What follows belongs to an exercise in optimizing a design on an open flow for small area, a short achievable clock period and few clock cycles; a production flow would make more cautious choices.
Where RTL was checked, it was by simulation tests only, not by an equivalence proof against the original.

Design adb_packet_receive_queue_top, start of the top module:
module adb_packet_receive_queue_top #(
	parameter int unsigned RING_SLOTS = RING_SLOTS_DEF,
	parameter int unsigned MAX_REPLY  = MAX_REPLY_DEF
) (
	input  logic          clk,
	input  logic          arst_n,
	input  logic          cfg_we,
	input  logic          cfg_wdata,
	input  logic                  item_valid,
	output logic                  item_ready,
	input  logic [MODE_W-1:0]     item_mode,
	input  logic [BYTE_W-1:0]     item_link_byte,
	input  logic                  item_end_of_packet,
	output logic                  result_valid,
	input  logic                  result_ready,
	output logic [OUTCOME_W-1:0]  result_outcome,
	output logic [BYTE_W-1:0]     result_status_flags,
	output logic [BYTE_W-1:0]     result_echoed_command,
	output logic [BYTE_W-1:0]     result_data_byte,
	output logic [DATA_IDX_W-1:0] result_data_index,
	output logic                  result_has_data,
	output logic                  result_last
);
Settings: LEC_CHECK=0, CAP_MARGIN=20, CORE_MARGIN=2, CORE_UTILIZATION=65, CTS_BUF_LIST=sky130_fd_sc_hd__clkbuf_8, CTS_CLUSTER_DIAMETER=45, CTS_CLUSTER_SIZE=20, SETUP_SLACK_MARGIN=4.15, SLEW_MARGIN=20; clock period 7.0 ns.
run.sh (not shown) runs the stock make flow with config.mk's settings and CLKGATE_MAP_FILE= SYNTH_SCRIPT=/design/flow/synth_recipe.tcl, a recipe that flattens the netlist after the stock synthesis.
Testbench counts at the start, summed over its fixed seeds: cycles 23,510.
Change:
--- a/flow/design.v
+++ b/flow/design.v
@@ -390,15 +390,15 @@
 		end
 	end
 	logic                  c_v, c_rep, c_done, c_has;
 	logic [OUTCOME_W-1:0]  c_code;
 	logic [PTR_W-1:0]      c_slot;
 	logic [RING_SLOTS-1:0] c_slot_oh;
 	logic [DATA_N-1:0]     c_pos_oh;
-	localparam logic [DATA_N-1:0] TAPS = DATA_N'(21'h11111);
+	localparam logic [DATA_N-1:0] TAPS = DATA_N'(21'h49249);
 	logic                  c_at, c_at_rot;
 	logic [LEN_W-1:0]      c_idx, c_rem, c_li, q_li;
 	logic                  q_has;
 	logic [POS_W-1:0]      c_vict, c_vict_nx;
 	logic                  c_safe;
 	logic                  load_ok, emit, c_last, c_fin, c_load;
 	logic                  res_valid_q;
=> Synthesized cell count went up by a few percent. Cell area went up slightly. Final cell count went up slightly. Critical path depth does not change. Global-route usage went up by 0.65 points. Core utilization went up by 0.28 points. Worst setup slack gains 0.0097 ns.
Function not checked in the second run of this note: the RTL went through the layout flow alone.

--- another note on this design; it stands on its own ---

// adb_packet_receive_queue_top
module adb_packet_receive_queue_top #(
	parameter int unsigned RING_SLOTS = RING_SLOTS_DEF,
	parameter int unsigned MAX_REPLY  = MAX_REPLY_DEF
) (
	input  logic          clk,
	input  logic          arst_n,
	input  logic          cfg_we,
	input  logic          cfg_wdata,
	input  logic                  item_valid,
	output logic                  item_ready,
	input  logic [MODE_W-1:0]     item_mode,
	input  logic [BYTE_W-1:0]     item_link_byte,
	input  logic                  item_end_of_packet,
	output logic                  result_valid,
	input  logic                  result_ready,
	output logic [OUTCOME_W-1:0]  result_outcome,
	output logic [BYTE_W-1:0]     result_status_flags,
	output logic [BYTE_W-1:0]     result_echoed_command,
	output logic [BYTE_W-1:0]     result_data_byte,
	output logic [DATA_IDX_W-1:0] result_data_index,
	output logic                  result_has_data,
	output logic                  result_last
);
clock: 7.0 ns
lec_check: 0
cap_margin: 0
core_margin: 2
core_utilization: 60
cts_buf_list: sky130_fd_sc_hd__clkbuf_8
cts_cluster_diameter: 40
cts_cluster_size: 18
setup_slack_margin: 4.2
slew_margin: 0
run.sh (not shown) runs the stock make flow with config.mk's settings and CLKGATE_MAP_FILE= SYNTH_SCRIPT=/design/flow/synth_recipe.tcl, a recipe that flattens the netlist after the stock synthesis.
The first run ran to the end with no violations.
Then changed:
--- a/flow/config.mk
+++ b/flow/config.mk
@@ -9,7 +9,7 @@
 export CORE_MARGIN = 2
-export CORE_UTILIZATION = 60
+export CORE_UTILIZATION = 65
 export CTS_BUF_LIST = sky130_fd_sc_hd__clkbuf_8
-export CTS_CLUSTER_DIAMETER = 40
-export CTS_CLUSTER_SIZE = 18
-export SETUP_SLACK_MARGIN = 4.2
+export CTS_CLUSTER_DIAMETER = 45
+export CTS_CLUSTER_SIZE = 20
+export SETUP_SLACK_MARGIN = 4.3
 export SLEW_MARGIN = 0
Result:
- The new run completed without violations
- global-route usage went up by 1.9 points
- via count went up slightly
- critical path depth stays the same
Function was not checked in any run of this note: the RTL went through the layout flow alone.

==> re-timing with driven ports <==
How much do the figures lean on ideal ports? The routed layouts below were timed once more, with nothing changed but the port constraints. Step 1 (the two cells are an assumption about what drives the block):
set clk [get_ports {clk}]
set_driving_cell -lib_cell sky130_fd_sc_hd__clkbuf_16 $clk
set_driving_cell -lib_cell sky130_fd_sc_hd__buf_2 [delete_from_list [all_inputs] $clk]
Step 2 times the ports against the registers' clock, not the clock port: input delays grow and output delays shrink by t, the midpoint of the rising clock arrivals with the driver on. a / b / c = ideal ports / drivers / drivers and shift; a / b = the first two.
run | t (ns) | setup WS [ns] | worst data-port slew with drivers (ns)
the first run of note 1 | 0.866 | 4.081 / 4.019 / 3.361 | 0.04
the second run of note 1 | 0.861 | 4.090 / 4.025 / 3.358 | 0.04
the first run of note 2 | 0.847 | 4.078 / 4.016 / 3.428 | 0.03
the second run of note 2 | 0.867 | 4.046 / 3.981 / 3.552 | 0.04
After both steps setup and hold are still met in every run listed. The setup slack of the second run of note 1, which loses most, moves by -0.065 ns with the drivers and by -0.732 ns with both steps.
